Source: an optimization exercise on an open RTL-to-GDS flow (aim: small area, a short achievable clock period and few clock cycles per item). Production flows keep margins and buffers that such runs may drop. Function was checked by simulation only, so behaviour that the tests miss may differ from the original. Power figures rest on the tool's default switching activity, not on a simulated workload.

==> flow/design.v <==
module fc_stream_layer #(
    parameter int unsigned N       = 16,
    parameter int unsigned Q       = 12,
    parameter int unsigned IN_LEN  = 8,
    parameter int unsigned OUT_LEN = 4,
    parameter int unsigned RELU    = 1
) (
    input  logic                clk,
    input  logic                global_rst,
    input  logic                ce,
    input  logic signed [N-1:0] data_in,
    input  logic                valid_in,
    input  logic                end_in,
    output logic                in_ready,
    input  logic                w_we,
    input  logic [7:0]          w_addr,
    input  logic [N-1:0]        w_data,
    output logic signed [N-1:0] data_out,
    output logic                valid_op,
    output logic                end_op,
    output logic                overflow
);
    localparam int unsigned ACC_W = 35;
    localparam logic [ACC_W-1:0] CMASK = 35'h7ffffffff;   
    logic [15:0] wram [36];
    logic        wr_q;       
    logic [5:0]  wr_addr_q;
    logic [15:0] wr_data_q;
    logic        wr_now;
    assign wr_now = w_we && !global_rst && w_addr < 8'd36;
    always_ff @(posedge clk) begin
        wr_q      <= wr_now;
        wr_addr_q <= w_addr[5:0];
        wr_data_q <= w_data;
        if (wr_q)
            wram[wr_addr_q] <= wr_data_q;
    end
    logic [7:0]  one, two, neg;
    logic        first_q;    
    logic        last_q;     
    logic [2:0]  cnt;        
    logic        accept, ending;
    logic [2:0]  xb [8];
    assign accept = ce && valid_in && in_ready && !global_rst;
    assign ending = accept && (end_in || cnt == 3'd7);
    always_comb begin
        for (int k = 0; k < 8; k++)
            xb[k] = {data_in[2*k+1], data_in[2*k], (k == 0) ? 1'b0 : data_in[2*k-1]};
    end
    always_ff @(posedge clk) begin
        for (int k = 0; k < 8; k++) begin
            one[k] <= accept & (xb[k][1] ^ xb[k][0]);
            two[k] <= accept & ((xb[k] == 3'b100) | (xb[k] == 3'b011));
            neg[k] <= accept & xb[k][2];
        end
        first_q <= accept && (cnt == 3'd0);
        last_q  <= ending;
        if (global_rst)
            cnt <= '0;
        else if (accept)
            cnt <= ending ? 3'd0 : cnt + 3'd1;
    end
    logic [ACC_W-1:0] acc_s [4];
    logic [ACC_W-1:0] acc_c [4];
    for (genvar j = 0; j < 4; j++) begin : g_mac
        logic [15:0] wt;         
        logic [15:0] bias;
        logic [ACC_W-1:0] si, ci, so, co;
        always_ff @(posedge clk)
            wt <= wram[j * 8 + int'(cnt)];
        assign bias = wram[32 + j];
        assign si = first_q ? {{7{bias[15]}}, bias, 12'd0} : acc_s[j];
        assign ci = first_q ? '0 : (acc_c[j] & CMASK);
        logic [16:0] we;
        assign we = {wt[15], wt};
        logic [16:0] pp0;
        logic [16:0] pp1;
        logic [16:0] pp2;
        logic [16:0] pp3;
        logic [16:0] pp4;
        logic [16:0] pp5;
        logic [16:0] pp6;
        logic [16:0] pp7;
        assign pp0 = ({17{one[0]}} & we | {17{two[0]}} & {we[15:0], 1'b0}) ^ {17{neg[0]}};
        assign pp1 = ({17{one[1]}} & we | {17{two[1]}} & {we[15:0], 1'b0}) ^ {17{neg[1]}};
        assign pp2 = ({17{one[2]}} & we | {17{two[2]}} & {we[15:0], 1'b0}) ^ {17{neg[2]}};
        assign pp3 = ({17{one[3]}} & we | {17{two[3]}} & {we[15:0], 1'b0}) ^ {17{neg[3]}};
        assign pp4 = ({17{one[4]}} & we | {17{two[4]}} & {we[15:0], 1'b0}) ^ {17{neg[4]}};
        assign pp5 = ({17{one[5]}} & we | {17{two[5]}} & {we[15:0], 1'b0}) ^ {17{neg[5]}};
        assign pp6 = ({17{one[6]}} & we | {17{two[6]}} & {we[15:0], 1'b0}) ^ {17{neg[6]}};
        assign pp7 = ({17{one[7]}} & we | {17{two[7]}} & {we[15:0], 1'b0}) ^ {17{neg[7]}};
        logic c2, c4, c6, c8, c10, c12, c14, c16, c18, c20, c22, c24, c26, c28, c30, c32;
        logic c34, c36, c38, c40, c42, c44, c46, c48, c50, c52, c54, c56, c58, c60, c62, c64;
        logic c66, c68, c70, c72, c74, c76, c78, c80, c82, c84, c86, c88, c90, c92, c94, c96;
        logic c98, c100, c102, c104, c106, c108, c110, c112, c114, c116, c118, c120, c122, c124, c126, c128;
        logic c130, c132, c134, c136, c138, c140, c142, c144, c146, c148, c150, c152, c154, c156, c158, c160;
        logic c162, c164, c166, c168, c170, c172, c174, c176, c178, c180, c182, c184, c186, c188, c190, c192;
        logic c194, c196, c198, c200, c202, c204, c206, c208, c210, c212, c214, c216, c218, c220, c222, c224;
        logic c226, c228, c230, c232, c234, c236, c238, c240, c242, c244, c246, c248, c250, c252, c254, c256;
        logic c258, c260, c262, c264, c266, c268, c270, c272, c274, c276, c278, c280, c282, c284, c286, c288;
        logic c290, c292, c294, c296, c298, c300, c302, c304, c306, c308, c310, c312, c314, c316, c318, c320;
        logic c322, c324, c326, c328, c330, c332, c334, c336, c338, c340, c342, c344, c346, c348, c350, c352;
        logic c354, c356, c358, c360, c362, c364, s1, s3, s5, s7, s9, s11, s13, s15, s17, s19;
        logic s21, s23, s25, s27, s29, s31, s33, s35, s37, s39, s41, s43, s45, s47, s49, s51;
        logic s53, s55, s57, s59, s61, s63, s65, s67, s69, s71, s73, s75, s77, s79, s81, s83;
        logic s85, s87, s89, s91, s93, s95, s97, s99, s101, s103, s105, s107, s109, s111, s113, s115;
        logic s117, s119, s121, s123, s125, s127, s129, s131, s133, s135, s137, s139, s141, s143, s145, s147;
        logic s149, s151, s153, s155, s157, s159, s161, s163, s165, s167, s169, s171, s173, s175, s177, s179;
        logic s181, s183, s185, s187, s189, s191, s193, s195, s197, s199, s201, s203, s205, s207, s209, s211;
        logic s213, s215, s217, s219, s221, s223, s225, s227, s229, s231, s233, s235, s237, s239, s241, s243;
        logic s245, s247, s249, s251, s253, s255, s257, s259, s261, s263, s265, s267, s269, s271, s273, s275;
        logic s277, s279, s281, s283, s285, s287, s289, s291, s293, s295, s297, s299, s301, s303, s305, s307;
        logic s309, s311, s313, s315, s317, s319, s321, s323, s325, s327, s329, s331, s333, s335, s337, s339;
        logic s341, s343, s345, s347, s349, s351, s353, s355, s357, s359, s361, s363;
        fc_stream_ha u_s1 (.a(neg[6]), .b(si[12]), .s(s1), .co(c2));
        fc_stream_ha u_s3 (.a(si[13]), .b(ci[13]), .s(s3), .co(c4));
        fc_stream_fa u_s5 (.a(neg[7]), .b(si[14]), .c(ci[14]), .s(s5), .co(c6));
        fc_stream_ha u_s7 (.a(pp0[14]), .b(pp1[12]), .s(s7), .co(c8));
        fc_stream_fa u_s9 (.a(si[15]), .b(ci[15]), .c(pp0[15]), .s(s9), .co(c10));
        fc_stream_ha u_s11 (.a(pp1[13]), .b(pp2[11]), .s(s11), .co(c12));
        assign s13 = ~(si[16] ^ ci[16]);
        assign c14 = si[16] | ci[16];
        fc_stream_fa u_s15 (.a(~pp0[16]), .b(pp1[14]), .c(pp2[12]), .s(s15), .co(c16));
        assign s17 = ~(si[17] ^ ci[17]);
        assign c18 = si[17] | ci[17];
        fc_stream_ha u_s19 (.a(pp1[15]), .b(pp2[13]), .s(s19), .co(c20));
        fc_stream_fa u_s21 (.a(si[18]), .b(ci[18]), .c(~pp1[16]), .s(s21), .co(c22));
        assign s23 = ~si[19];
        assign c24 = si[19];
        fc_stream_ha u_s25 (.a(neg[3]), .b(si[6]), .s(s25), .co(c26));
        fc_stream_ha u_s27 (.a(si[7]), .b(ci[7]), .s(s27), .co(c28));
        fc_stream_fa u_s29 (.a(neg[4]), .b(si[8]), .c(ci[8]), .s(s29), .co(c30));
        fc_stream_ha u_s31 (.a(pp0[8]), .b(pp1[6]), .s(s31), .co(c32));
        fc_stream_fa u_s33 (.a(si[9]), .b(ci[9]), .c(pp0[9]), .s(s33), .co(c34));
        fc_stream_ha u_s35 (.a(pp1[7]), .b(pp2[5]), .s(s35), .co(c36));
        fc_stream_fa u_s37 (.a(neg[5]), .b(si[10]), .c(ci[10]), .s(s37), .co(c38));
        fc_stream_fa u_s39 (.a(pp0[10]), .b(pp1[8]), .c(pp2[6]), .s(s39), .co(c40));
        fc_stream_ha u_s41 (.a(pp3[4]), .b(pp4[2]), .s(s41), .co(c42));
        fc_stream_fa u_s43 (.a(si[11]), .b(ci[11]), .c(pp0[11]), .s(s43), .co(c44));
        fc_stream_fa u_s45 (.a(pp1[9]), .b(pp2[7]), .c(pp3[5]), .s(s45), .co(c46));
        fc_stream_ha u_s47 (.a(pp4[3]), .b(pp5[1]), .s(s47), .co(c48));
        fc_stream_fa u_s49 (.a(ci[12]), .b(s1), .c(pp0[12]), .s(s49), .co(c50));
        fc_stream_fa u_s51 (.a(pp1[10]), .b(pp2[8]), .c(pp3[6]), .s(s51), .co(c52));
        fc_stream_fa u_s53 (.a(pp4[4]), .b(pp5[2]), .c(pp6[0]), .s(s53), .co(c54));
        fc_stream_fa u_s55 (.a(c2), .b(s3), .c(pp0[13]), .s(s55), .co(c56));
        fc_stream_fa u_s57 (.a(pp1[11]), .b(pp2[9]), .c(pp3[7]), .s(s57), .co(c58));
        fc_stream_fa u_s59 (.a(pp4[5]), .b(pp5[3]), .c(pp6[1]), .s(s59), .co(c60));
        fc_stream_fa u_s61 (.a(c4), .b(pp2[10]), .c(pp3[8]), .s(s61), .co(c62));
        fc_stream_fa u_s63 (.a(pp4[6]), .b(pp5[4]), .c(pp6[2]), .s(s63), .co(c64));
        fc_stream_fa u_s65 (.a(pp7[0]), .b(s5), .c(s7), .s(s65), .co(c66));
        fc_stream_fa u_s67 (.a(pp3[9]), .b(pp4[7]), .c(pp5[5]), .s(s67), .co(c68));
        fc_stream_fa u_s69 (.a(pp6[3]), .b(pp7[1]), .c(c6), .s(s69), .co(c70));
        fc_stream_fa u_s71 (.a(c8), .b(s11), .c(s9), .s(s71), .co(c72));
        fc_stream_fa u_s73 (.a(s13), .b(pp3[10]), .c(pp4[8]), .s(s73), .co(c74));
        fc_stream_fa u_s75 (.a(pp5[6]), .b(pp6[4]), .c(pp7[2]), .s(s75), .co(c76));
        fc_stream_fa u_s77 (.a(c12), .b(c10), .c(s15), .s(s77), .co(c78));
        fc_stream_fa u_s79 (.a(c14), .b(s17), .c(pp3[11]), .s(s79), .co(c80));
        fc_stream_fa u_s81 (.a(pp4[9]), .b(pp5[7]), .c(pp6[5]), .s(s81), .co(c82));
        fc_stream_fa u_s83 (.a(pp7[3]), .b(s19), .c(c16), .s(s83), .co(c84));
        fc_stream_fa u_s85 (.a(c18), .b(pp2[14]), .c(pp3[12]), .s(s85), .co(c86));
        fc_stream_fa u_s87 (.a(pp4[10]), .b(pp5[8]), .c(pp6[6]), .s(s87), .co(c88));
        fc_stream_fa u_s89 (.a(pp7[4]), .b(c20), .c(s21), .s(s89), .co(c90));
        fc_stream_fa u_s91 (.a(ci[19]), .b(s23), .c(pp2[15]), .s(s91), .co(c92));
        fc_stream_fa u_s93 (.a(pp3[13]), .b(pp4[11]), .c(pp5[9]), .s(s93), .co(c94));
        fc_stream_fa u_s95 (.a(pp6[7]), .b(pp7[5]), .c(c22), .s(s95), .co(c96));
        fc_stream_fa u_s97 (.a(c24), .b(si[20]), .c(ci[20]), .s(s97), .co(c98));
        fc_stream_fa u_s99 (.a(~pp2[16]), .b(pp3[14]), .c(pp4[12]), .s(s99), .co(c100));
        fc_stream_fa u_s101 (.a(pp5[10]), .b(pp6[8]), .c(pp7[6]), .s(s101), .co(c102));
        assign s103 = ~(si[21] ^ ci[21]);
        assign c104 = si[21] | ci[21];
        fc_stream_fa u_s105 (.a(pp3[15]), .b(pp4[13]), .c(pp5[11]), .s(s105), .co(c106));
        fc_stream_ha u_s107 (.a(pp6[9]), .b(pp7[7]), .s(s107), .co(c108));
        fc_stream_fa u_s109 (.a(si[22]), .b(ci[22]), .c(~pp3[16]), .s(s109), .co(c110));
        fc_stream_fa u_s111 (.a(pp4[14]), .b(pp5[12]), .c(pp6[10]), .s(s111), .co(c112));
        assign s113 = ~(si[23] ^ ci[23]);
        assign c114 = si[23] | ci[23];
        fc_stream_ha u_s115 (.a(pp4[15]), .b(pp5[13]), .s(s115), .co(c116));
        fc_stream_fa u_s117 (.a(si[24]), .b(ci[24]), .c(~pp4[16]), .s(s117), .co(c118));
        assign s119 = ~si[25];
        assign c120 = si[25];
        fc_stream_ha u_s121 (.a(neg[1]), .b(si[2]), .s(s121), .co(c122));
        fc_stream_ha u_s123 (.a(si[3]), .b(ci[3]), .s(s123), .co(c124));
        fc_stream_fa u_s125 (.a(neg[2]), .b(si[4]), .c(ci[4]), .s(s125), .co(c126));
        fc_stream_ha u_s127 (.a(pp0[4]), .b(pp1[2]), .s(s127), .co(c128));
        fc_stream_fa u_s129 (.a(si[5]), .b(ci[5]), .c(pp0[5]), .s(s129), .co(c130));
        fc_stream_ha u_s131 (.a(pp1[3]), .b(pp2[1]), .s(s131), .co(c132));
        fc_stream_fa u_s133 (.a(ci[6]), .b(s25), .c(pp0[6]), .s(s133), .co(c134));
        fc_stream_fa u_s135 (.a(pp1[4]), .b(pp2[2]), .c(pp3[0]), .s(s135), .co(c136));
        fc_stream_fa u_s137 (.a(c26), .b(s27), .c(pp0[7]), .s(s137), .co(c138));
        fc_stream_fa u_s139 (.a(pp1[5]), .b(pp2[3]), .c(pp3[1]), .s(s139), .co(c140));
        fc_stream_fa u_s141 (.a(c28), .b(pp2[4]), .c(pp3[2]), .s(s141), .co(c142));
        fc_stream_fa u_s143 (.a(pp4[0]), .b(s29), .c(s31), .s(s143), .co(c144));
        fc_stream_fa u_s145 (.a(pp3[3]), .b(pp4[1]), .c(c30), .s(s145), .co(c146));
        fc_stream_fa u_s147 (.a(c32), .b(s35), .c(s33), .s(s147), .co(c148));
        fc_stream_fa u_s149 (.a(pp5[0]), .b(s37), .c(c36), .s(s149), .co(c150));
        fc_stream_fa u_s151 (.a(s41), .b(c34), .c(s39), .s(s151), .co(c152));
        fc_stream_fa u_s153 (.a(c38), .b(c42), .c(s47), .s(s153), .co(c154));
        fc_stream_fa u_s155 (.a(c40), .b(s43), .c(s45), .s(s155), .co(c156));
        fc_stream_fa u_s157 (.a(c48), .b(c44), .c(c46), .s(s157), .co(c158));
        fc_stream_fa u_s159 (.a(s49), .b(s51), .c(s53), .s(s159), .co(c160));
        fc_stream_fa u_s161 (.a(c50), .b(c52), .c(c54), .s(s161), .co(c162));
        fc_stream_fa u_s163 (.a(s55), .b(s57), .c(s59), .s(s163), .co(c164));
        fc_stream_fa u_s165 (.a(c56), .b(c58), .c(c60), .s(s165), .co(c166));
        fc_stream_fa u_s167 (.a(s61), .b(s63), .c(s65), .s(s167), .co(c168));
        fc_stream_fa u_s169 (.a(c62), .b(c64), .c(s67), .s(s169), .co(c170));
        fc_stream_fa u_s171 (.a(s69), .b(c66), .c(s71), .s(s171), .co(c172));
        fc_stream_fa u_s173 (.a(c68), .b(c70), .c(s73), .s(s173), .co(c174));
        fc_stream_fa u_s175 (.a(s75), .b(c72), .c(s77), .s(s175), .co(c176));
        fc_stream_fa u_s177 (.a(c74), .b(c76), .c(s79), .s(s177), .co(c178));
        fc_stream_fa u_s179 (.a(s81), .b(s83), .c(c78), .s(s179), .co(c180));
        fc_stream_fa u_s181 (.a(c80), .b(c82), .c(s85), .s(s181), .co(c182));
        fc_stream_fa u_s183 (.a(s87), .b(c84), .c(s89), .s(s183), .co(c184));
        fc_stream_fa u_s185 (.a(c86), .b(c88), .c(s91), .s(s185), .co(c186));
        fc_stream_fa u_s187 (.a(s93), .b(c90), .c(s95), .s(s187), .co(c188));
        fc_stream_fa u_s189 (.a(s97), .b(c92), .c(c94), .s(s189), .co(c190));
        fc_stream_fa u_s191 (.a(s99), .b(s101), .c(c96), .s(s191), .co(c192));
        fc_stream_fa u_s193 (.a(s103), .b(c98), .c(s107), .s(s193), .co(c194));
        fc_stream_fa u_s195 (.a(c100), .b(c102), .c(s105), .s(s195), .co(c196));
        fc_stream_fa u_s197 (.a(c104), .b(pp7[8]), .c(c108), .s(s197), .co(c198));
        fc_stream_fa u_s199 (.a(c106), .b(s109), .c(s111), .s(s199), .co(c200));
        fc_stream_fa u_s201 (.a(s113), .b(pp6[11]), .c(pp7[9]), .s(s201), .co(c202));
        fc_stream_fa u_s203 (.a(s115), .b(c110), .c(c112), .s(s203), .co(c204));
        fc_stream_fa u_s205 (.a(c114), .b(pp5[14]), .c(pp6[12]), .s(s205), .co(c206));
        fc_stream_fa u_s207 (.a(pp7[10]), .b(c116), .c(s117), .s(s207), .co(c208));
        fc_stream_fa u_s209 (.a(ci[25]), .b(s119), .c(pp5[15]), .s(s209), .co(c210));
        fc_stream_fa u_s211 (.a(pp6[13]), .b(pp7[11]), .c(c118), .s(s211), .co(c212));
        fc_stream_fa u_s213 (.a(c120), .b(si[26]), .c(ci[26]), .s(s213), .co(c214));
        fc_stream_fa u_s215 (.a(~pp5[16]), .b(pp6[14]), .c(pp7[12]), .s(s215), .co(c216));
        assign s217 = ~(si[27] ^ ci[27]);
        assign c218 = si[27] | ci[27];
        fc_stream_ha u_s219 (.a(pp6[15]), .b(pp7[13]), .s(s219), .co(c220));
        fc_stream_fa u_s221 (.a(si[28]), .b(ci[28]), .c(~pp6[16]), .s(s221), .co(c222));
        assign s223 = ~si[29];
        assign c224 = si[29];
        fc_stream_ha u_s225 (.a(neg[0]), .b(si[0]), .s(s225), .co(c226));
        fc_stream_ha u_s227 (.a(si[1]), .b(ci[1]), .s(s227), .co(c228));
        fc_stream_fa u_s229 (.a(ci[2]), .b(s121), .c(pp0[2]), .s(s229), .co(c230));
        fc_stream_fa u_s231 (.a(c122), .b(s123), .c(pp0[3]), .s(s231), .co(c232));
        fc_stream_fa u_s233 (.a(c124), .b(pp2[0]), .c(s125), .s(s233), .co(c234));
        fc_stream_fa u_s235 (.a(c126), .b(c128), .c(s131), .s(s235), .co(c236));
        fc_stream_fa u_s237 (.a(c132), .b(c130), .c(s133), .s(s237), .co(c238));
        fc_stream_fa u_s239 (.a(c134), .b(c136), .c(s137), .s(s239), .co(c240));
        fc_stream_fa u_s241 (.a(c138), .b(c140), .c(s141), .s(s241), .co(c242));
        fc_stream_fa u_s243 (.a(c142), .b(s145), .c(c144), .s(s243), .co(c244));
        fc_stream_fa u_s245 (.a(c146), .b(s149), .c(c148), .s(s245), .co(c246));
        fc_stream_fa u_s247 (.a(c150), .b(s153), .c(c152), .s(s247), .co(c248));
        fc_stream_fa u_s249 (.a(c154), .b(c156), .c(s157), .s(s249), .co(c250));
        fc_stream_fa u_s251 (.a(c158), .b(c160), .c(s161), .s(s251), .co(c252));
        fc_stream_fa u_s253 (.a(c162), .b(c164), .c(s165), .s(s253), .co(c254));
        fc_stream_fa u_s255 (.a(c166), .b(s169), .c(c168), .s(s255), .co(c256));
        fc_stream_fa u_s257 (.a(c170), .b(s173), .c(c172), .s(s257), .co(c258));
        fc_stream_fa u_s259 (.a(c174), .b(s177), .c(c176), .s(s259), .co(c260));
        fc_stream_fa u_s261 (.a(c178), .b(s181), .c(c180), .s(s261), .co(c262));
        fc_stream_fa u_s263 (.a(c182), .b(s185), .c(c184), .s(s263), .co(c264));
        fc_stream_fa u_s265 (.a(c186), .b(s189), .c(s191), .s(s265), .co(c266));
        fc_stream_fa u_s267 (.a(s193), .b(c190), .c(s195), .s(s267), .co(c268));
        fc_stream_fa u_s269 (.a(s197), .b(c194), .c(c196), .s(s269), .co(c270));
        fc_stream_fa u_s271 (.a(s201), .b(c198), .c(c200), .s(s271), .co(c272));
        fc_stream_fa u_s273 (.a(c202), .b(s205), .c(c204), .s(s273), .co(c274));
        fc_stream_fa u_s275 (.a(c206), .b(s209), .c(c208), .s(s275), .co(c276));
        fc_stream_fa u_s277 (.a(s213), .b(c210), .c(s215), .s(s277), .co(c278));
        fc_stream_fa u_s279 (.a(s217), .b(c214), .c(s219), .s(s279), .co(c280));
        fc_stream_fa u_s281 (.a(c218), .b(pp7[14]), .c(c220), .s(s281), .co(c282));
        fc_stream_fa u_s283 (.a(ci[29]), .b(s223), .c(pp7[15]), .s(s283), .co(c284));
        fc_stream_fa u_s285 (.a(c224), .b(si[30]), .c(ci[30]), .s(s285), .co(c286));
        assign s287 = ~si[31];
        assign c288 = si[31];
        assign s289 = ~si[32];
        assign c290 = si[32];
        assign s291 = ~si[33];
        assign c292 = si[33];
        assign s293 = ~si[34];
        assign c294 = si[34];
        fc_stream_ha u_s295 (.a(ci[0]), .b(s225), .s(s295), .co(c296));
        fc_stream_fa u_s297 (.a(c226), .b(s227), .c(pp0[1]), .s(s297), .co(c298));
        fc_stream_fa u_s299 (.a(c228), .b(pp1[0]), .c(s229), .s(s299), .co(c300));
        fc_stream_fa u_s301 (.a(pp1[1]), .b(c230), .c(s231), .s(s301), .co(c302));
        fc_stream_fa u_s303 (.a(s127), .b(c232), .c(s233), .s(s303), .co(c304));
        fc_stream_fa u_s305 (.a(s129), .b(c234), .c(s235), .s(s305), .co(c306));
        fc_stream_fa u_s307 (.a(s135), .b(c236), .c(s237), .s(s307), .co(c308));
        fc_stream_fa u_s309 (.a(s139), .b(c238), .c(s239), .s(s309), .co(c310));
        fc_stream_fa u_s311 (.a(s143), .b(c240), .c(s241), .s(s311), .co(c312));
        fc_stream_fa u_s313 (.a(s147), .b(c242), .c(s243), .s(s313), .co(c314));
        fc_stream_fa u_s315 (.a(s151), .b(c244), .c(s245), .s(s315), .co(c316));
        fc_stream_fa u_s317 (.a(s155), .b(c246), .c(s247), .s(s317), .co(c318));
        fc_stream_fa u_s319 (.a(s159), .b(c248), .c(s249), .s(s319), .co(c320));
        fc_stream_fa u_s321 (.a(s163), .b(c250), .c(s251), .s(s321), .co(c322));
        fc_stream_fa u_s323 (.a(s167), .b(c252), .c(s253), .s(s323), .co(c324));
        fc_stream_fa u_s325 (.a(s171), .b(c254), .c(s255), .s(s325), .co(c326));
        fc_stream_fa u_s327 (.a(s175), .b(c256), .c(s257), .s(s327), .co(c328));
        fc_stream_fa u_s329 (.a(s179), .b(c258), .c(s259), .s(s329), .co(c330));
        fc_stream_fa u_s331 (.a(s183), .b(c260), .c(s261), .s(s331), .co(c332));
        fc_stream_fa u_s333 (.a(s187), .b(c262), .c(s263), .s(s333), .co(c334));
        fc_stream_fa u_s335 (.a(c188), .b(c264), .c(s265), .s(s335), .co(c336));
        fc_stream_fa u_s337 (.a(c192), .b(s267), .c(c266), .s(s337), .co(c338));
        fc_stream_fa u_s339 (.a(s199), .b(c268), .c(s269), .s(s339), .co(c340));
        fc_stream_fa u_s341 (.a(s203), .b(c270), .c(s271), .s(s341), .co(c342));
        fc_stream_fa u_s343 (.a(s207), .b(s273), .c(c272), .s(s343), .co(c344));
        fc_stream_fa u_s345 (.a(s211), .b(c274), .c(s275), .s(s345), .co(c346));
        fc_stream_fa u_s347 (.a(c212), .b(s277), .c(c276), .s(s347), .co(c348));
        fc_stream_fa u_s349 (.a(c216), .b(s279), .c(c278), .s(s349), .co(c350));
        fc_stream_fa u_s351 (.a(s221), .b(s281), .c(c280), .s(s351), .co(c352));
        fc_stream_fa u_s353 (.a(c222), .b(s283), .c(c282), .s(s353), .co(c354));
        fc_stream_fa u_s355 (.a(~pp7[16]), .b(s285), .c(c284), .s(s355), .co(c356));
        fc_stream_fa u_s357 (.a(ci[31]), .b(s287), .c(c286), .s(s357), .co(c358));
        fc_stream_fa u_s359 (.a(c288), .b(ci[32]), .c(s289), .s(s359), .co(c360));
        fc_stream_fa u_s361 (.a(c290), .b(ci[33]), .c(s291), .s(s361), .co(c362));
        fc_stream_fa u_s363 (.a(c292), .b(ci[34]), .c(s293), .s(s363), .co(c364));
        assign so[0] = s295;
        assign co[0] = pp0[0];
        assign so[1] = c296;
        assign co[1] = s297;
        assign so[2] = c298;
        assign co[2] = s299;
        assign so[3] = c300;
        assign co[3] = s301;
        assign so[4] = c302;
        assign co[4] = s303;
        assign so[5] = c304;
        assign co[5] = s305;
        assign so[6] = c306;
        assign co[6] = s307;
        assign so[7] = c308;
        assign co[7] = s309;
        assign so[8] = c310;
        assign co[8] = s311;
        assign so[9] = c312;
        assign co[9] = s313;
        assign so[10] = c314;
        assign co[10] = s315;
        assign so[11] = c316;
        assign co[11] = s317;
        assign so[12] = c318;
        assign co[12] = s319;
        assign so[13] = c320;
        assign co[13] = s321;
        assign so[14] = c322;
        assign co[14] = s323;
        assign so[15] = c324;
        assign co[15] = s325;
        assign so[16] = c326;
        assign co[16] = s327;
        assign so[17] = c328;
        assign co[17] = s329;
        assign so[18] = c330;
        assign co[18] = s331;
        assign so[19] = c332;
        assign co[19] = s333;
        assign so[20] = c334;
        assign co[20] = s335;
        assign so[21] = c336;
        assign co[21] = s337;
        assign so[22] = c338;
        assign co[22] = s339;
        assign so[23] = c340;
        assign co[23] = s341;
        assign so[24] = c342;
        assign co[24] = s343;
        assign so[25] = c344;
        assign co[25] = s345;
        assign so[26] = c346;
        assign co[26] = s347;
        assign so[27] = c348;
        assign co[27] = s349;
        assign so[28] = c350;
        assign co[28] = s351;
        assign so[29] = c352;
        assign co[29] = s353;
        assign so[30] = c354;
        assign co[30] = s355;
        assign so[31] = c356;
        assign co[31] = s357;
        assign so[32] = c358;
        assign co[32] = s359;
        assign so[33] = c360;
        assign co[33] = s361;
        assign so[34] = c362;
        assign co[34] = s363;
        always_ff @(posedge clk) begin
            acc_s[j] <= so;
            acc_c[j] <= co;
        end
    end
    logic [16:0] res [4];
    for (genvar j = 0; j < 4; j++) begin : g_res
        logic [ACC_W-1:0] ra, rb, full;
        assign ra = acc_s[j];
        assign rb = acc_c[j] & CMASK;
        logic k1, k2, k3, k4, k5, k6, k7, k8, k9, k10, k11, k12, k13, k14, k15, k16, k17, k18, k19, k20;
        logic k21, k22, k23, k24, k25, k26, k27, k28, k29, k30, k31, k32, k33, k34, k35, k36, k37, k38, k39, k40;
        logic k41, k42, k43, k44, k45, k46, k47, k48, k49, k50, k51, k52, k53, k54, k55, k56, k57, k58, k59, k60;
        logic k61, k62, k63, k64, k65, k66, k67, k68, k69, k70, k71, k72, k73, k74, k75, k76, k77, k78, k79, k80;
        logic k81, k82, k83, k84, k85, k86, k87, k88, k89, k90, k91, k92, k93, k94, k95, k96, k97, k98, k99, k100;
        logic k101, k102, k103, k104, k105, k106, k107, k108, k109, k110, k111, k112, k113, k114, k115, k116, k117, k118, k119, k120;
        logic k121, k122, k123, k124, k125, k126, k127, k128, k129, k130, k131, k132, k133, k134, k135, k136, k137, k138, k139, k140;
        logic k141, k142, k143, k144, k145, k146, k147, k148, k149, k150, k151, k152, k153, k154, k155, k156, k157, k158, k159, k160;
        logic k161, k162, k163, k164, k165, k166, k167, k168, k169, k170, k171, k172, k173, k174, k175, k176, k177, k178, k179, k180;
        logic k181, k182, k183, k184, k185, k186, k187, k188, k189, k190, k191, k192, k193, k194, k195, k196, k197, k198, k199, k200;
        logic k201, k202, k203, k204, k205, k206, k207, k208, k209, k210, k211, k212, k213, k214, k215, k216, k217, k218, k219, k220;
        logic k221, k222, k223, k224, k225, k226, k227, k228, k229, k230, k231, k232, k233, k234, k235, k236, k237, k238, k239, k240;
        logic k241, k242, k243, k244, k245, k246, k247, k248, k249, k250, k251, k252, k253, k254, k255, k256, k257, k258, k259, k260;
        logic k261, k262, k263, k264, k265, k266, k267, k268, k269, k270, k271, k272, k273, k274, k275, k276, k277, k278, k279, k280;
        logic k281;
        assign k1 = ra[0] & rb[0];
        assign k2 = ra[0] ^ rb[0];
        assign k3 = ra[1] & rb[1];
        assign k4 = ra[1] ^ rb[1];
        assign k5 = ra[2] & rb[2];
        assign k6 = ra[2] ^ rb[2];
        assign k7 = ra[3] & rb[3];
        assign k8 = ra[3] ^ rb[3];
        assign k9 = ra[4] & rb[4];
        assign k10 = ra[4] ^ rb[4];
        assign k11 = ra[5] & rb[5];
        assign k12 = ra[5] ^ rb[5];
        assign k13 = ra[6] & rb[6];
        assign k14 = ra[6] ^ rb[6];
        assign k15 = ra[7] & rb[7];
        assign k16 = ra[7] ^ rb[7];
        assign k17 = ra[8] & rb[8];
        assign k18 = ra[8] ^ rb[8];
        assign k19 = ra[9] & rb[9];
        assign k20 = ra[9] ^ rb[9];
        assign k21 = ra[10] & rb[10];
        assign k22 = ra[10] ^ rb[10];
        assign k23 = ra[11] & rb[11];
        assign k24 = ra[11] ^ rb[11];
        assign k25 = ra[12] & rb[12];
        assign k26 = ra[12] ^ rb[12];
        assign k27 = ra[13] & rb[13];
        assign k28 = ra[13] ^ rb[13];
        assign k29 = ra[14] & rb[14];
        assign k30 = ra[14] ^ rb[14];
        assign k31 = ra[15] & rb[15];
        assign k32 = ra[15] ^ rb[15];
        assign k33 = ra[16] & rb[16];
        assign k34 = ra[16] ^ rb[16];
        assign k35 = ra[17] & rb[17];
        assign k36 = ra[17] ^ rb[17];
        assign k37 = ra[18] & rb[18];
        assign k38 = ra[18] ^ rb[18];
        assign k39 = ra[19] & rb[19];
        assign k40 = ra[19] ^ rb[19];
        assign k41 = ra[20] & rb[20];
        assign k42 = ra[20] ^ rb[20];
        assign k43 = ra[21] & rb[21];
        assign k44 = ra[21] ^ rb[21];
        assign k45 = ra[22] & rb[22];
        assign k46 = ra[22] ^ rb[22];
        assign k47 = ra[23] & rb[23];
        assign k48 = ra[23] ^ rb[23];
        assign k49 = ra[24] & rb[24];
        assign k50 = ra[24] ^ rb[24];
        assign k51 = ra[25] & rb[25];
        assign k52 = ra[25] ^ rb[25];
        assign k53 = ra[26] & rb[26];
        assign k54 = ra[26] ^ rb[26];
        assign k55 = ra[27] & rb[27];
        assign k56 = ra[27] ^ rb[27];
        assign k57 = ra[28] & rb[28];
        assign k58 = ra[28] ^ rb[28];
        assign k59 = ra[29] & rb[29];
        assign k60 = ra[29] ^ rb[29];
        assign k61 = ra[30] & rb[30];
        assign k62 = ra[30] ^ rb[30];
        assign k63 = ra[31] & rb[31];
        assign k64 = ra[31] ^ rb[31];
        assign k65 = ra[32] & rb[32];
        assign k66 = ra[32] ^ rb[32];
        assign k67 = ra[33] & rb[33];
        assign k68 = ra[33] ^ rb[33];
        assign k69 = ra[34] & rb[34];
        assign k70 = ra[34] ^ rb[34];
        assign k71 = k3 | (k4 & k1);
        assign k72 = k4 & k2;
        assign k73 = k7 | (k8 & k5);
        assign k74 = k8 & k6;
        assign k75 = k11 | (k12 & k9);
        assign k76 = k12 & k10;
        assign k77 = k15 | (k16 & k13);
        assign k78 = k16 & k14;
        assign k79 = k19 | (k20 & k17);
        assign k80 = k20 & k18;
        assign k81 = k23 | (k24 & k21);
        assign k82 = k24 & k22;
        assign k83 = k27 | (k28 & k25);
        assign k84 = k28 & k26;
        assign k85 = k31 | (k32 & k29);
        assign k86 = k32 & k30;
        assign k87 = k35 | (k36 & k33);
        assign k88 = k36 & k34;
        assign k89 = k39 | (k40 & k37);
        assign k90 = k40 & k38;
        assign k91 = k43 | (k44 & k41);
        assign k92 = k44 & k42;
        assign k93 = k47 | (k48 & k45);
        assign k94 = k48 & k46;
        assign k95 = k51 | (k52 & k49);
        assign k96 = k52 & k50;
        assign k97 = k55 | (k56 & k53);
        assign k98 = k56 & k54;
        assign k99 = k59 | (k60 & k57);
        assign k100 = k60 & k58;
        assign k101 = k63 | (k64 & k61);
        assign k102 = k64 & k62;
        assign k103 = k67 | (k68 & k65);
        assign k104 = k68 & k66;
        assign k105 = k73 | (k74 & k71);
        assign k106 = k74 & k72;
        assign k107 = k75 | (k76 & k73);
        assign k108 = k76 & k74;
        assign k109 = k77 | (k78 & k75);
        assign k110 = k78 & k76;
        assign k111 = k79 | (k80 & k77);
        assign k112 = k80 & k78;
        assign k113 = k81 | (k82 & k79);
        assign k114 = k82 & k80;
        assign k115 = k83 | (k84 & k81);
        assign k116 = k84 & k82;
        assign k117 = k85 | (k86 & k83);
        assign k118 = k86 & k84;
        assign k119 = k87 | (k88 & k85);
        assign k120 = k88 & k86;
        assign k121 = k89 | (k90 & k87);
        assign k122 = k90 & k88;
        assign k123 = k91 | (k92 & k89);
        assign k124 = k92 & k90;
        assign k125 = k93 | (k94 & k91);
        assign k126 = k94 & k92;
        assign k127 = k95 | (k96 & k93);
        assign k128 = k96 & k94;
        assign k129 = k97 | (k98 & k95);
        assign k130 = k98 & k96;
        assign k131 = k99 | (k100 & k97);
        assign k132 = k100 & k98;
        assign k133 = k101 | (k102 & k99);
        assign k134 = k102 & k100;
        assign k135 = k103 | (k104 & k101);
        assign k136 = k104 & k102;
        assign k137 = k107 | (k108 & k71);
        assign k138 = k108 & k72;
        assign k139 = k109 | (k110 & k105);
        assign k140 = k110 & k106;
        assign k141 = k111 | (k112 & k107);
        assign k142 = k112 & k108;
        assign k143 = k113 | (k114 & k109);
        assign k144 = k114 & k110;
        assign k145 = k115 | (k116 & k111);
        assign k146 = k116 & k112;
        assign k147 = k117 | (k118 & k113);
        assign k148 = k118 & k114;
        assign k149 = k119 | (k120 & k115);
        assign k150 = k120 & k116;
        assign k151 = k121 | (k122 & k117);
        assign k152 = k122 & k118;
        assign k153 = k123 | (k124 & k119);
        assign k154 = k124 & k120;
        assign k155 = k125 | (k126 & k121);
        assign k156 = k126 & k122;
        assign k157 = k127 | (k128 & k123);
        assign k158 = k128 & k124;
        assign k159 = k129 | (k130 & k125);
        assign k160 = k130 & k126;
        assign k161 = k131 | (k132 & k127);
        assign k162 = k132 & k128;
        assign k163 = k133 | (k134 & k129);
        assign k164 = k134 & k130;
        assign k165 = k135 | (k136 & k131);
        assign k166 = k136 & k132;
        assign k167 = k141 | (k142 & k71);
        assign k168 = k142 & k72;
        assign k169 = k143 | (k144 & k105);
        assign k170 = k144 & k106;
        assign k171 = k145 | (k146 & k137);
        assign k172 = k146 & k138;
        assign k173 = k147 | (k148 & k139);
        assign k174 = k148 & k140;
        assign k175 = k149 | (k150 & k141);
        assign k176 = k150 & k142;
        assign k177 = k151 | (k152 & k143);
        assign k178 = k152 & k144;
        assign k179 = k153 | (k154 & k145);
        assign k180 = k154 & k146;
        assign k181 = k155 | (k156 & k147);
        assign k182 = k156 & k148;
        assign k183 = k157 | (k158 & k149);
        assign k184 = k158 & k150;
        assign k185 = k159 | (k160 & k151);
        assign k186 = k160 & k152;
        assign k187 = k161 | (k162 & k153);
        assign k188 = k162 & k154;
        assign k189 = k163 | (k164 & k155);
        assign k190 = k164 & k156;
        assign k191 = k165 | (k166 & k157);
        assign k192 = k166 & k158;
        assign k193 = k175 | (k176 & k71);
        assign k194 = k176 & k72;
        assign k195 = k177 | (k178 & k105);
        assign k196 = k178 & k106;
        assign k197 = k179 | (k180 & k137);
        assign k198 = k180 & k138;
        assign k199 = k181 | (k182 & k139);
        assign k200 = k182 & k140;
        assign k201 = k183 | (k184 & k167);
        assign k202 = k184 & k168;
        assign k203 = k185 | (k186 & k169);
        assign k204 = k186 & k170;
        assign k205 = k187 | (k188 & k171);
        assign k206 = k188 & k172;
        assign k207 = k189 | (k190 & k173);
        assign k208 = k190 & k174;
        assign k209 = k191 | (k192 & k175);
        assign k210 = k192 & k176;
        assign k211 = k209 | (k210 & k71);
        assign k212 = k210 & k72;
        assign k213 = k5 | (k6 & k71);
        assign k214 = k6 & k72;
        assign k215 = k9 | (k10 & k105);
        assign k216 = k10 & k106;
        assign k217 = k13 | (k14 & k137);
        assign k218 = k14 & k138;
        assign k219 = k17 | (k18 & k139);
        assign k220 = k18 & k140;
        assign k221 = k21 | (k22 & k167);
        assign k222 = k22 & k168;
        assign k223 = k25 | (k26 & k169);
        assign k224 = k26 & k170;
        assign k225 = k29 | (k30 & k171);
        assign k226 = k30 & k172;
        assign k227 = k33 | (k34 & k173);
        assign k228 = k34 & k174;
        assign k229 = k37 | (k38 & k193);
        assign k230 = k38 & k194;
        assign k231 = k41 | (k42 & k195);
        assign k232 = k42 & k196;
        assign k233 = k45 | (k46 & k197);
        assign k234 = k46 & k198;
        assign k235 = k49 | (k50 & k199);
        assign k236 = k50 & k200;
        assign k237 = k53 | (k54 & k201);
        assign k238 = k54 & k202;
        assign k239 = k57 | (k58 & k203);
        assign k240 = k58 & k204;
        assign k241 = k61 | (k62 & k205);
        assign k242 = k62 & k206;
        assign k243 = k65 | (k66 & k207);
        assign k244 = k66 & k208;
        assign k245 = k69 | (k70 & k211);
        assign k246 = k70 & k212;
        assign k247 = k2 ^ 1'b0;
        assign k248 = k4 ^ k1;
        assign k249 = k6 ^ k71;
        assign k250 = k8 ^ k213;
        assign k251 = k10 ^ k105;
        assign k252 = k12 ^ k215;
        assign k253 = k14 ^ k137;
        assign k254 = k16 ^ k217;
        assign k255 = k18 ^ k139;
        assign k256 = k20 ^ k219;
        assign k257 = k22 ^ k167;
        assign k258 = k24 ^ k221;
        assign k259 = k26 ^ k169;
        assign k260 = k28 ^ k223;
        assign k261 = k30 ^ k171;
        assign k262 = k32 ^ k225;
        assign k263 = k34 ^ k173;
        assign k264 = k36 ^ k227;
        assign k265 = k38 ^ k193;
        assign k266 = k40 ^ k229;
        assign k267 = k42 ^ k195;
        assign k268 = k44 ^ k231;
        assign k269 = k46 ^ k197;
        assign k270 = k48 ^ k233;
        assign k271 = k50 ^ k199;
        assign k272 = k52 ^ k235;
        assign k273 = k54 ^ k201;
        assign k274 = k56 ^ k237;
        assign k275 = k58 ^ k203;
        assign k276 = k60 ^ k239;
        assign k277 = k62 ^ k205;
        assign k278 = k64 ^ k241;
        assign k279 = k66 ^ k207;
        assign k280 = k68 ^ k243;
        assign k281 = k70 ^ k211;
        assign full = {k281, k280, k279, k278, k277, k276, k275, k274, k273, k272, k271, k270, k269, k268, k267, k266, k265, k264, k263, k262, k261, k260, k259, k258, k257, k256, k255, k254, k253, k252, k251, k250, k249, k248, k247};
        assign res[j] = {full[34], |full[33:27], full[26:12]};
    end
    logic        pend;       
    logic [2:0]  bcnt;       
    logic [1:0]  rd;         
    logic [16:0] q [4];
    logic [16:0] head;
    logic [14:0] dout;
    logic        xfer, deliver;
    logic        pend_next;
    logic [2:0]  bcnt_next;
    assign xfer    = pend && (bcnt == 3'd0);
    assign head    = q[rd];
    assign deliver = ce && (bcnt != 3'd0);
    always_comb begin
        pend_next = last_q || (pend && !xfer);
        if (xfer)
            bcnt_next = 3'd4;
        else if (deliver)
            bcnt_next = bcnt - 3'd1;
        else
            bcnt_next = bcnt;
    end
    always_ff @(posedge clk) begin
        if (xfer) begin
            for (int j = 0; j < 4; j++)
                q[j] <= res[j];
        end
        dout   <= head[16] ? 15'd0 : head[15] ? 15'h7fff : head[14:0];
        end_op <= (bcnt == 3'd1);
        if (xfer)
            rd <= 2'd0;
        else if (deliver)
            rd <= rd + 2'd1;
    end
    always_ff @(posedge clk) begin
        if (global_rst) begin
            pend     <= 1'b0;
            bcnt     <= '0;
            valid_op <= 1'b0;
            overflow <= 1'b0;
            in_ready <= 1'b1;
        end else begin
            pend     <= pend_next;
            bcnt     <= bcnt_next;
            valid_op <= deliver;
            if (ce && valid_in && !in_ready)
                overflow <= 1'b1;
            in_ready <= !((pend_next || ending) && (bcnt_next != 3'd0))
                     && !(ending && pend_next) && !wr_now;
        end
    end
    assign data_out = {1'b0, dout};
endmodule
module fc_stream_fa (
    input  logic a, b, c,
    output logic s, co
);
    assign s  = a ^ b ^ c;
    assign co = (a & b) | (a & c) | (b & c);
endmodule
module fc_stream_ha (
    input  logic a, b,
    output logic s, co
);
    assign s  = a ^ b;
    assign co = a & b;
endmodule
==> flow/flow/run.sh <==
#!/bin/bash
# The standard layout, with ORFS's setup repair aiming well below the 12 ns
# clock (the constraints themselves are unchanged): SETUP_SLACK_MARGIN asks
# repair_timing for that much spare slack on every path.
set -euo pipefail
export SETUP_SLACK_MARGIN=8.45
bash standard.sh > standard.log 2>&1
==> flow/standard.sh <==
#!/bin/bash
# synth_recipe.tcl (not shown) runs the flow's synth.tcl, then flattens the netlist and writes it again
# the make line also repeats each setting of config.mk as NAME=value (left out here)
make -C /OpenROAD-flow-scripts/flow DESIGN_CONFIG=/design/flow/config.mk WORK_HOME=/design/flow/orfs CLKGATE_MAP_FILE= SYNTH_SCRIPT=/design/flow/synth_recipe.tcl "${@:-finish}"
==> flow/config.mk <==
export PLATFORM = sky130hd
export DESIGN_NAME = fc_stream_layer
export DESIGN_NICKNAME = fc_stream_layer
export VERILOG_FILES = /design/flow/design.v
export SDC_FILE = /design/flow/constraint.sdc
export NUM_CORES = 4
export LEC_CHECK = 0
export CAP_MARGIN = 20
export CORE_MARGIN = 2
export CORE_UTILIZATION = 65
export CTS_CLUSTER_DIAMETER = 80
export CTS_CLUSTER_SIZE = 30
export PLACE_DENSITY = 0.72
export SLEW_MARGIN = 20
export SYNTH_HIERARCHICAL = 1
export SYNTH_MINIMUM_KEEP_SIZE = 0
==> flow/constraint.sdc <==
create_clock -name core_clock -period 12.0 [get_ports {clk}]
set_input_delay 2.4000 -clock core_clock [delete_from_list [all_inputs] [get_ports {clk}]]
set_output_delay 2.4000 -clock core_clock [all_outputs]
set_load 0.01 [all_outputs]
==> flow_summary_export.csv, run 1 <==
group,metric,value,unit
setup_path,rr_startpoint,"first_q",
sta,rsz0062_at_grt,"yes",
setup_path,slowest_stage,"fa_1",
sta,tightest_slew,1.152,ns
power,sw_frac_of_total,0.3876,
synthesis,syn_nets,5617,
cts,h-tree-depth,2,
setup_path,crit_required,12.57,ns
die,die_h,316.5,um
setup_path,max_stage_delay,0.56,ns
sta,hold_violations,0,
setup_path,r2r_cells,8,
synthesis,ys_types,68,
global_route,overflow,0,
die,dieArea,100200,um2
final_layout,areaGrowthSynthToFinish,7.821,%
global_route,grt_max_degree,100,
sta,clock.fmax,0.2784,GHz
sta,slew_violations,0,
setup_path,worst-setup-path-type,"reg -> reg",
synthesis,yosysSeqAreaShare,0.4375,
final_layout,layout.nets,5488,
power,comb_power_share,0.468,
routing,wl_per_cell,29.65,um
synthesis,syn_inst,4671,
routing,drt_pass1_iterations,7,
die,fp.dieW,316.5,um
sta,finalSetupViolations,0,
power,p_switching,0.005308,W
cts,cts_root_buf,"clkbuf_16",
setup_path,cp-end-kind,"flop",
worst_hold_path,hold_class,"reg -> reg",
setup_path,worst_r2r_endpoint,"acc_c[3][16]",
synthesis,netlist_area,63460,um2
final_layout,multi_input_area,33920,um2
cts,cts_made_buffers,52,
power,power_frac_seq,0.370,
placement,portBuffers,64,
global_route,grt_pass1_vias,40508,
sta,whs,0.4827,ns
setup_path,crit_chain,"buf_6 -> buf_16 -> mux2_2 -> fa_1 -> fa_1 -> fa_1 -> fa_1 -> fa_1",
global_route,track_usage,0.3505,
cts,cts_tree,"yes",
routing,drt-initial-drc-count,4892,
die,start_util,0.6563,
die,core,96710,um2
final_layout,fill_cells,6551,
synthesis,synth-seq-cells,1065,
sta,fin_crit_sh,0.2993,
die,num_io_pins,66,
placement,place.gp.congestion,0.8987,
cts,insertion_delay,0.71,ns
power,internal_power,0.008386,W
synthesis,synthArstFlopShare,0,
routing,ant_nets,0,
cts,cts.clk_slew.worst_paths,0.12,ns
setup_path,crit_path_frequent_cell,"fa_1",
final_layout,seq_area,27920,um2
placement,place_hpwl,106700,um
routing,drc_errors,0,
sta,slew_headroom,0.2321,
synthesis,avgSynthCellArea,13.59,um2
final_layout,drive_gt1_frac,0.1315,
worst_hold_path,min_path_cells,2,
setup_path,worstPathMaxFanout,6,
worst_hold_path,hold_end,"pend",
cts,clk_path_buf_depth,3,
routing,viasPerCell,6.653,
synthesis,synthFlopType,"edfxtp_1",
power,pwr-share-clk,0.162,
flow_run,cap_violations,0,
routing,dr_total_vias,39027,
setup_path,r2r_slack,8.41,ns
synthesis,synth_edf_count,644,
sta,fin_worst_skew,0.03170,ns
routing,wirelength,173900,um
power,ir_drop,155.8,uV
sta,timing.setup.tns,0,ns
global_route,grt_antenna_before_repair,15,
cts,cts.sinks,1065,
power,power.leakage,25.19,nW
power,p_per_area,200.1,nW/um2
setup_path,cp.arrival,4.16,ns
synthesis,yosys_warnings,12,
worst_hold_path,hp-start,"last_q",
die,rows,114,
setup_path,worst_setup_path_start_kind,"flop",
sta,final.min_clock_period,3.592,ns
run_status,outcome,"timing/DRC/antenna clean",
global_route,grt_pass1_wl,257500,um
==> per-layer routing <==
metal / vias up / track usage / share of wire
met5: - / 0 / 0.00076
li1: 16255 / - / -
met2: 2380 / 0.5316 / 0.44
met1: 19934 / 0.4910 / 0.39
met3: 444 / 0.09804 / 0.12
met4: 14 / 0.1249 / 0.042
==> Yosys cell counts (all sizes together), types with 17 or more instances <==
cell	instances	area, um2
a22oi	480	3603
xnor2	548	4800
inv	161	604.3
a21o	35	262.8
clkbuf	340	1276
fa	640	12810
dfxtp	421	8428
mux2i	31	310.3
buf	56	224.0
nor2	109	409.1
edfxtp	644	19340
nand2	121	454.2
nor2b	160	1001
and2	18	115.1
nand3	24	120.1
mux2	84	945.9
xor2	47	411.6
mux4	128	2883
ha	260	3253
nand4	19	118.9
a222oi	17	170.2
o21ai	105	529.3
a21oi	100	504.2
==> registers in the layout, summed over array words and instances (netlist names), 15 cells and up <==
signal	count
acc_c	140
dout	15
acc_s	140
wram	576
g_mac.wt	64
wr_data_q	16
q	68
==> critical path: cells and delay by family, from the launching register on <==
kind                     cells  cell delay [ns]
multiplexers                 1             0.37
adder cells (fa/ha/maj)      5             2.32
flip-flops                   1             0.39
buffers and inverters        2             0.39
==> Yosys stat by module (local to each module, per instance) <==
module | flops+latches | cells
fc_stream_fa | 0 | 1
fc_stream_ha | 0 | 1
fc_stream_layer | 1065 | 3991
==> power by group through the flow <==
| stage | Sequential [W] | Combinational [W] | Clock, W |
|---|---|---|---|
| 2_1_floorplan | 0.00494 | 0.00440 | 0 |
| 3_5_place_dp | 0.00513 | 0.00613 | 0 |
| 3_3_place_gp | 0.00513 | 0.00582 | 0 |
| 5_1_grt | 0.00511 | 0.00727 | 0.00235 |
| 4_1_cts | 0.00505 | 0.00625 | 0.00224 |
| 6_report | 0.00506 | 0.00642 | 0.00222 |
==> worst max path at each step <==
stage              endpoint  startpoint
2_1_floorplan  acc_c[0][19]     first_q
3_3_place_gp       in_ready  global_rst
3_5_place_dp       in_ready  global_rst
4_1_cts         data_out[9]     dout[9]
5_1_grt        acc_c[3][16]     first_q
6_report       acc_c[3][16]     first_q
==> cells in the final DEF, fill, tap and decap left out, types with 35 or more instances in the layout <==
master           Yosys  layout
edfxtp_1           644     644
xnor2_1            548     547
nor2b_1            160     157
a21oi_1             99      96
mux4_2             128     128
a22oi_1            480     480
ha_1               260     252
nand2_1            121     121
clkdlybuf4s50_1      0      44
clkbuf_16            0      58
o21ai_0             99      96
buf_4                1      89
dfxtp_1            421     347
a21o_1              35      35
mux2_2              84      84
fa_1               640     629
nor2_1             109     102
xor2_1              47      47
dfxtp_2              0      50
inv_1              161     161
==> repair_timing <==
item / CTS / global route
pin swaps: 15 / 27
endpoints found under the setup margin: 160 / 82
resized for setup: 204 / 73
cloned: 9 / 4
setup buffers: 32 / 26
hold buffers: 0 / 0
==> per-stage QoR <==
stage          worst slack [ns]  total power [W]  instances  cell area (um2)  utilization
2_1_floorplan             8.452         0.009341       4671            63520            -
3_3_place_gp              7.729          0.01095       5692            64890       0.6710
3_5_place_dp              7.698          0.01126       5692            64890       0.6710
4_1_cts                   8.413          0.01354       5831            67780       0.7009
5_1_grt                   8.358          0.01474       5863            68420       0.7075
6_report                  8.408          0.01369       5866            68430       0.7076
==> cell type report <==
class / count / share of cell area
Clock buffer: 72 / 0.02088
Multi-Input combinational cell: 3048 / 0.4957
Inverter: 162 / 0.008996
Antenna cell: 4 / 0.0001463
Timing Repair Buffer: 213 / 0.03732
Sequential cell: 1065 / 0.4080
Tap cell: 1276 / 0.02333
Clock inverter: 26 / 0.005577
==> kinds of logic after synthesis <==
group                      Yosys count  synth area share
adders and majority gates          900            0.2531
and+or+nand+nor                    507           0.04087
AOI/OAI and AO/OA                  802           0.08787
other                                1        0.00005909
DFF                               1065            0.4375
muxes                              243           0.06522
buffers and inverters              558           0.03322
xor gates and xnor gates           595           0.08211
Testbench counts, summed over its fixed seeds: cycles 8,240, frames 1,024.
==> inputs of run 2 (changes only) <==
==> flow/flow/run.sh (replaced) <==
#!/bin/bash
# The standard layout, with ORFS's setup repair aiming well below the 12 ns
# clock (the constraints themselves are unchanged): SETUP_SLACK_MARGIN asks
# repair_timing for that much spare slack on every path. Clock tree synthesis
# gets the same clustering as config.mk asks for, without dummy loads.
set -euo pipefail
export SETUP_SLACK_MARGIN=8.45
export CTS_ARGS="-sink_clustering_enable -repair_clock_nets -sink_clustering_size 30 -sink_clustering_max_diameter 80 -dont_use_dummy_load"
bash standard.sh > standard.log 2>&1
==> flow_summary_export.csv, run 2 <==
group,metric,value,unit
setup_path,cpLargestDelayFamily,"compound AO/OA/AOI/OAI gates",
sta,fin_crit_sh,0.2964,
synthesis,synthArstFlopShare,0,
global_route,track_usage,0.3513,
die,core,96710,um2
synthesis,yosys-top-cells-area,"edfxtp_1 30%, fa_1 20%, dfxtp_1 13%",
setup_path,worst_setup_path_start_kind,"flop",
power,ir_drop,152.9,uV
setup_path,slowest_stage,"fa_2",
routing,wirelength,175200,um
power,power.leakage,25.05,nW
power,power_frac_seq,0.378,
setup_path,max_stage_delay,0.53,ns
setup_path,crit_chain,"ha_1 -> and4_4 -> and2_4 -> o211ai_1 -> buf_4 -> a311oi_4 -> o21bai_1 -> a21boi_1 -> o22ai_2 -> o21bai_2 -> fa_2 -> nor4_4 -> nand4_1",
setup_path,path_buf_inv,1,
die,dieArea,100200,um2
cts,clk_path_buf_depth,3,
cts,cts.sinks,1065,
cts,h-tree-depth,2,
global_route,grt_antenna_before_repair,13,
final_layout,final_common_cell,"edfxtp_1",
sta,whs,0.4837,ns
final_layout,final_util,0.7053,
placement,place_hpwl,106700,um
sta,slew_headroom,0.2281,
cts,cts_made_buffers,52,
worst_hold_path,hold_class,"reg -> reg",
synthesis,synth_top_cell_area_share,0.3047,
setup_path,cp-end-kind,"flop",
sta,finalSetupViolations,0,
routing,ant_nets,0,
synthesis,yosysSeqAreaShare,0.4375,
routing,drt_pass1_iterations,8,
sta,tightest_slew,1.158,ns
synthesis,avgSynthCellArea,13.59,um2
routing,drt-initial-drc-count,4761,
flow_run,cap_violations,0,
power,sw_frac_of_total,0.3831,
placement,place.gp.congestion,0.8987,
cts,cts_root_buf,"clkbuf_16",
cts,cts_tree,"yes",
global_route,grt_pass1_wl,257700,um
setup_path,cp.arrival,3.96,ns
die,start_util,0.6563,
die,rows,114,
synthesis,yosys_warnings,12,
sta,hold_violations,0,
synthesis,syn_inst,4671,
power,pwr-share-clk,0.141,
final_layout,reg_top3,"wram (576), acc_c (140), acc_s (140)",
final_layout,areaGrowthSynthToFinish,7.480,%
global_route,grt_max_degree,100,
sta,slew_violations,0,
synthesis,synthTopCellsByCount,"644 x edfxtp_1, 640 x fa_1, 548 x xnor2_1",
final_layout,largest_register_ffs,576,
setup_path,worstPathMaxFanout,3,
synthesis,synth_edf_count,644,
sta,timing.setup.tns,0,ns
synthesis,ys_types,68,
synthesis,yosysMostFrequentCell,"edfxtp_1",
final_layout,drive_gt1_frac,0.1338,
power,p_per_area,196.2,nW/um2
placement,portBuffers,64,
run_status,outcome,"timing/DRC/antenna clean",
final_layout,max_flop_register,"wram",
synthesis,synthFlopType,"edfxtp_1",
setup_path,crit_required,12.41,ns
sta,rsz0062_at_grt,"yes",
power,comb_power_share,0.481,
power,p_switching,0.005128,W
synthesis,yosys.area.top_type,"edfxtp_1",
final_layout,final_cell_mix,"644 x edfxtp_1, 611 x fa_1, 547 x xnor2_1",
cts,insertion_delay,0.69,ns
sta,clock.fmax,0.2812,GHz
power,power,0.01339,W
global_route,grt_pass1_vias,40472,
sta,fin_worst_skew,0.06208,ns
setup_path,worst-setup-path-type,"reg -> reg",
final_layout,layout.nets,5499,
die,num_io_pins,66,
synthesis,netlist_area,63460,um2
die,die_h,316.5,um
routing,drc_errors,0,
placement,dp.cells,5692,
sta,final.min_clock_period,3.557,ns
cts,cts.clk_slew.worst_paths,0.11,ns
final_layout,stdcell_count,5828,
global_route,overflow,0,
synthesis,synth-seq-cells,1065,
routing,dr_total_vias,39004,
synthesis,syn_nets,5617,
routing,viasPerCell,6.693,
routing,wl_per_cell,30.06,um
power,internal_power,0.008258,W
die,fp.dieW,316.5,um
[run 2: cell counts after synthesis]
Identical to the previous run, type by type.
[run 2: tightest hold or removal path, stage by stage, from the launching register on]
cell and delay (ns):
dfxtp_1 0.33, a21oi_1 0.05, nor2_1 0.07
[run 2: cell type report]
cell class / count / area [um2]
multi-input cells: 3048 / 33980
inverters: 162 / 624.3
well taps: 1276 / 1597
flip-flops and latches: 1065 / 27930
clock buffers: 52 / 1301
diodes: 1 / 2.502
fillers: 6536 / 28500
repair buffers: 224 / 2776
[run 2: repair_timing]
item | 4_1_cts | 5_1_grt
setup endpoints to repair | 164 | 91
pin swaps | 12 | 44
cloned | 9 | 8
setup buffers | 31 | 34
hold buffers | 0 | 0
resized for setup | 213 | 108
[run 2: path summary, 6_finish.rpt]
| check | startpoint | to | slack [ns] | cells after the start |
|---|---|---|---|---|
| hold / removal | last_q | pend | 0.48 | 2 |
| hold reg to reg | last_q | pend | 0.48 | 2 |
| setup / recovery | acc_s[3][14] | q[3][15] | 8.44 | 13 |
| setup reg to reg | acc_s[3][14] | q[3][15] | 8.44 | 13 |
[run 2: routing by layer]
layer / global-route usage / share of wire / vias to the layer above
li1: - / - / 16219
met1: 0.4929 / 0.39 / 19889
met2: 0.5308 / 0.44 / 2430
met3: 0.09987 / 0.13 / 454
met4: 0.1252 / 0.044 / 12
met5: 0 / 0.00048 / -
[run 2: kinds of logic (layout without fill, tap and decap cells)]
| kind of cell | Yosys count | after routing | share of synthesized area |
|---|---|---|---|
| mux | 243 | 243 | 0.06522 |
| compound gates | 802 | 802 | 0.08787 |
| xor+xnor | 595 | 595 | 0.08211 |
| buf+inv | 558 | 438 | 0.03322 |
| other cells | 1 | 2 | 0.00005909 |
| simple gates | 507 | 507 | 0.04087 |
| flops | 1065 | 1065 | 0.4375 |
| fa+ha+maj | 900 | 900 | 0.2531 |
[run 2: per-module statistics from Yosys (local to each module, per instance)]
module | cells inside | flops+latches | copies in the design
fc_stream_ha | 1 | 0 | 84
fc_stream_layer | 3991 | 1065 | 1
fc_stream_fa | 1 | 0 | 596
[run 2: power groups by stage]
stage / Combinational, W / Sequential [W] / Clock [W]
finish: 0.00644 / 0.00506 / 0.00189
global route: 0.00729 / 0.00511 / 0.00203
CTS: 0.00625 / 0.00505 / 0.00192
detailed placement: 0.00613 / 0.00513 / 0
global placement: 0.00582 / 0.00513 / 0
floorplan: 0.00440 / 0.00494 / 0
[run 2: per-stage QoR]
step           setup slack (ns)  area, um2
5_1_grt                   8.343      68210
3_3_place_gp              7.729      64890
2_1_floorplan             8.452      63520
6_report                  8.443      68210
3_5_place_dp              7.698      64890
4_1_cts                   8.425      67300
==> inputs of run 3 (changes only) <==
--- a/flow/flow/run.sh
+++ b/flow/flow/run.sh
@@ -4,6 +4,6 @@
 # repair_timing for that much spare slack on every path. Clock tree synthesis
 # gets the same clustering as config.mk asks for, without dummy loads.
 set -euo pipefail
-export SETUP_SLACK_MARGIN=8.45
+export SETUP_SLACK_MARGIN=8.5
 export CTS_ARGS="-sink_clustering_enable -repair_clock_nets -sink_clustering_size 30 -sink_clustering_max_diameter 80 -dont_use_dummy_load"
 bash standard.sh > standard.log 2>&1
==> flow_summary_export.csv, run 3 <==
group,metric,value,unit
run_status,outcome,"timing/DRC/antenna clean",
synthesis,syn_nets,5617,
routing,ant_nets,0,
synthesis,synth-seq-cells,1065,
synthesis,netlist_area,63460,um2
final_layout,final_common_cell,"edfxtp_1",
sta,slew_headroom,0.2698,
synthesis,synth_edf_count,644,
routing,wirelength,177400,um
worst_hold_path,hold_class,"reg -> reg",
final_layout,layout.nets,5557,
routing,viasPerCell,6.692,
synthesis,yosys_warnings,12,
die,start_util,0.6563,
cts,cts.clk_slew.worst_paths,0.12,ns
synthesis,synthTopCellsByCount,"644 x edfxtp_1, 640 x fa_1, 548 x xnor2_1",
synthesis,synthFlopType,"edfxtp_1",
die,rows,114,
setup_path,cp.arrival,4.28,ns
routing,drc_errors,0,
final_layout,fill_cells,6325,
final_layout,drive_gt1_frac,0.1712,
setup_path,worstPathMaxFanout,7,
die,core,96710,um2
sta,finalSetupViolations,0,
setup_path,worst-setup-path-type,"reg -> reg",
sta,clock.fmax,0.2698,GHz
placement,place_hpwl,106200,um
final_layout,largest_register_ffs,576,
synthesis,synthArstFlopShare,0,
global_route,grt_max_degree,69,
global_route,grt_antenna_before_repair,13,
cts,cts.sinks,1065,
cts,clk_path_buf_depth,3,
routing,drt-initial-drc-count,4896,
global_route,track_usage,0.3576,
sta,tightest_slew,1.095,ns
flow_run,cap_violations,0,
die,num_io_pins,66,
global_route,grt_pass1_vias,40577,
sta,fin_crit_sh,0.3089,
power,power.leakage,25.44,nW
setup_path,crit_path_frequent_cell,"fa_2",
power,p_per_area,194.6,nW/um2
setup_path,worst_setup_path_start_kind,"flop",
cts,insertion_delay,0.75,ns
sta,hold_violations,0,
die,fp.dieW,316.5,um
final_layout,final_cell_mix,"644 x edfxtp_1, 545 x xnor2_1, 537 x fa_1",
routing,wl_per_cell,30.13,um
synthesis,avgSynthCellArea,13.59,um2
global_route,overflow,0,
sta,final.min_clock_period,3.707,ns
setup_path,cp-end-kind,"flop",
placement,place.gp.congestion,0.9005,
sta,fin_worst_skew,0.09941,ns
cts,cts_made_buffers,52,
setup_path,crit_required,12.57,ns
setup_path,max_stage_delay,0.61,ns
global_route,grt_pass1_wl,261800,um
sta,timing.setup.tns,0,ns
synthesis,syn_inst,4671,
die,dieArea,100200,um2
synthesis,yosys-top-cells-area,"edfxtp_1 30%, fa_1 20%, dfxtp_1 13%",
routing,dr_total_vias,39418,
cts,cts_root_buf,"clkbuf_16",
final_layout,max_flop_register,"wram",
synthesis,yosysMostFrequentCell,"edfxtp_1",
power,power,0.01355,W
cts,cts_tree,"yes",
synthesis,synth_top_cell_area_share,0.3047,
cts,h-tree-depth,2,
sta,slew_violations,0,
final_layout,areaGrowthSynthToFinish,9.686,%
placement,portBuffers,64,
power,ir_drop,149.8,uV
setup_path,slowest_stage,"fa_2",
sta,rsz0062_at_grt,"yes",
synthesis,yosys.area.top_type,"edfxtp_1",
routing,drt_pass1_iterations,9,
die,die_h,316.5,um
synthesis,yosysSeqAreaShare,0.4375,
setup_path,crit_chain,"buf_12 -> buf_12 -> buf_16 -> mux2_4 -> fa_2 -> fa_2 -> fa_2 -> fa_2 -> fa_2",
synthesis,ys_types,68,
final_layout,reg_top3,"wram (576), acc_c (140), acc_s (140)",
## run 3: cell counts after synthesis
Identical to the previous run, type by type.
## run 3: Yosys stat by module, one instance, submodules excluded
module	area (um2)	flip-flops and latches	times used
fc_stream_fa	20.02	0	596
fc_stream_layer	50480	1065	1
fc_stream_ha	12.51	0	84
## run 3: worst paths after layout
check | from | to | slack [ns] | cells past startpoint
setup / recovery | first_q | acc_c[3][16] | 8.29 | 9
hold / removal | last_q | pend | 0.43 | 2
setup reg to reg | first_q | acc_c[3][16] | 8.29 | 9
hold reg to reg | last_q | pend | 0.43 | 2
## run 3: cell type report
cell class / instances / area, um2 / share of cell area
antenna: 5 / 12.51 / 0.0001797
clock buffer: 52 / 1301 / 0.01869
inverter: 162 / 624.3 / 0.008969
multi-input combinational: 3048 / 34620 / 0.4973
sequential: 1065 / 27920 / 0.4010
tap: 1276 / 1597 / 0.02293
timing repair buffer: 282 / 3542 / 0.05088
## run 3: cell families after synthesis
kind of cell	count (synthesis)	share of synthesized area
simple gates	507	0.04087
flops	1065	0.4375
fa+ha+maj	900	0.2531
other cells	1	0.00005909
buf+inv	558	0.03322
compound gates	802	0.08787
mux	243	0.06522
xor+xnor	595	0.08211
## run 3: what timing repair did
item	CTS	global route
setup endpoints to repair	219	107
endpoints found under the hold margin	0	0
pin swaps	41	115
hold buffers	0	0
setup buffers	62	42
cloned	17	3
gates resized for setup	287	212
## run 3: metrics by stage
step           instances  setup WS (ns)  area, um2  hold slack [ns]    util
2_1_floorplan       4671          8.502      63540           0.4281       -
3_3_place_gp        5708          7.469      64990           0.4597  0.6720
3_5_place_dp        5708          7.399      64990           0.4492  0.6720
4_1_cts             5839          8.300      68280           0.4293  0.7061
5_1_grt             5885          8.206      69600           0.4925  0.7197
6_report            5890          8.293      69610           0.4341  0.7198
## run 3: worst max-delay path: cells and delay by family (launching register included)
kind / cells / cell delay (ns)
adder cells (fa/ha/maj): 5 / 2.42
buffers and inverters: 3 / 0.42
multiplexers: 1 / 0.31
flip-flops: 1 / 0.37
## run 3: power by group
group          switching [W]  internal, W
logic                0.00361      0.00298
registers           0.000453      0.00461
clock network        0.00112     0.000771
total                0.00518      0.00836
## run 3: layer usage
metal	wire length, um	vias up	track usage
li1	-	16346	-
met1	69810	20154	0.5131
met5	60	-	0
met3	23480	442	0.1124
met2	77420	2466	0.5213
met4	6679	10	0.1238

afterwards: timing with drivers on the ports:
Ports are ideal in the flow. The routed layouts listed here were re-timed in OpenROAD. Step 1 (the two cells are an assumption about what drives the block):
set clk [get_ports {clk}]
set_driving_cell -lib_cell sky130_fd_sc_hd__clkbuf_16 $clk
set_driving_cell -lib_cell sky130_fd_sc_hd__buf_2 [delete_from_list [all_inputs] $clk]
Step 2 adds t to the input delays and takes it off the output delays; t is the mean of the earliest and latest rising clock arrival at the registers after step 1. Input paths then give back, and output paths get back, about the clock's delay inside the block. a / b / c = ideal ports / drivers / drivers and shift; a / b = the first two.
run | t (ns) | slack for setup (ns) | hold WS [ns] | pins driven straight from the clock port
run 1 | 0.768 | 8.408 / 8.367 / 7.910 | 0.483 / 0.483 / 0.483 | 1
run 2 | 0.732 | 8.443 / 8.386 / 7.940 | 0.484 / 0.484 / 0.484 | 1
run 3 | 0.768 | 8.293 / 8.293 / 7.932 | 0.434 / 0.434 / 0.434 | 1
After both steps every run listed still meets setup and hold. For run 2, which loses most, drivers alone change the setup slack by -0.057 ns; drivers and shift together by -0.503 ns.
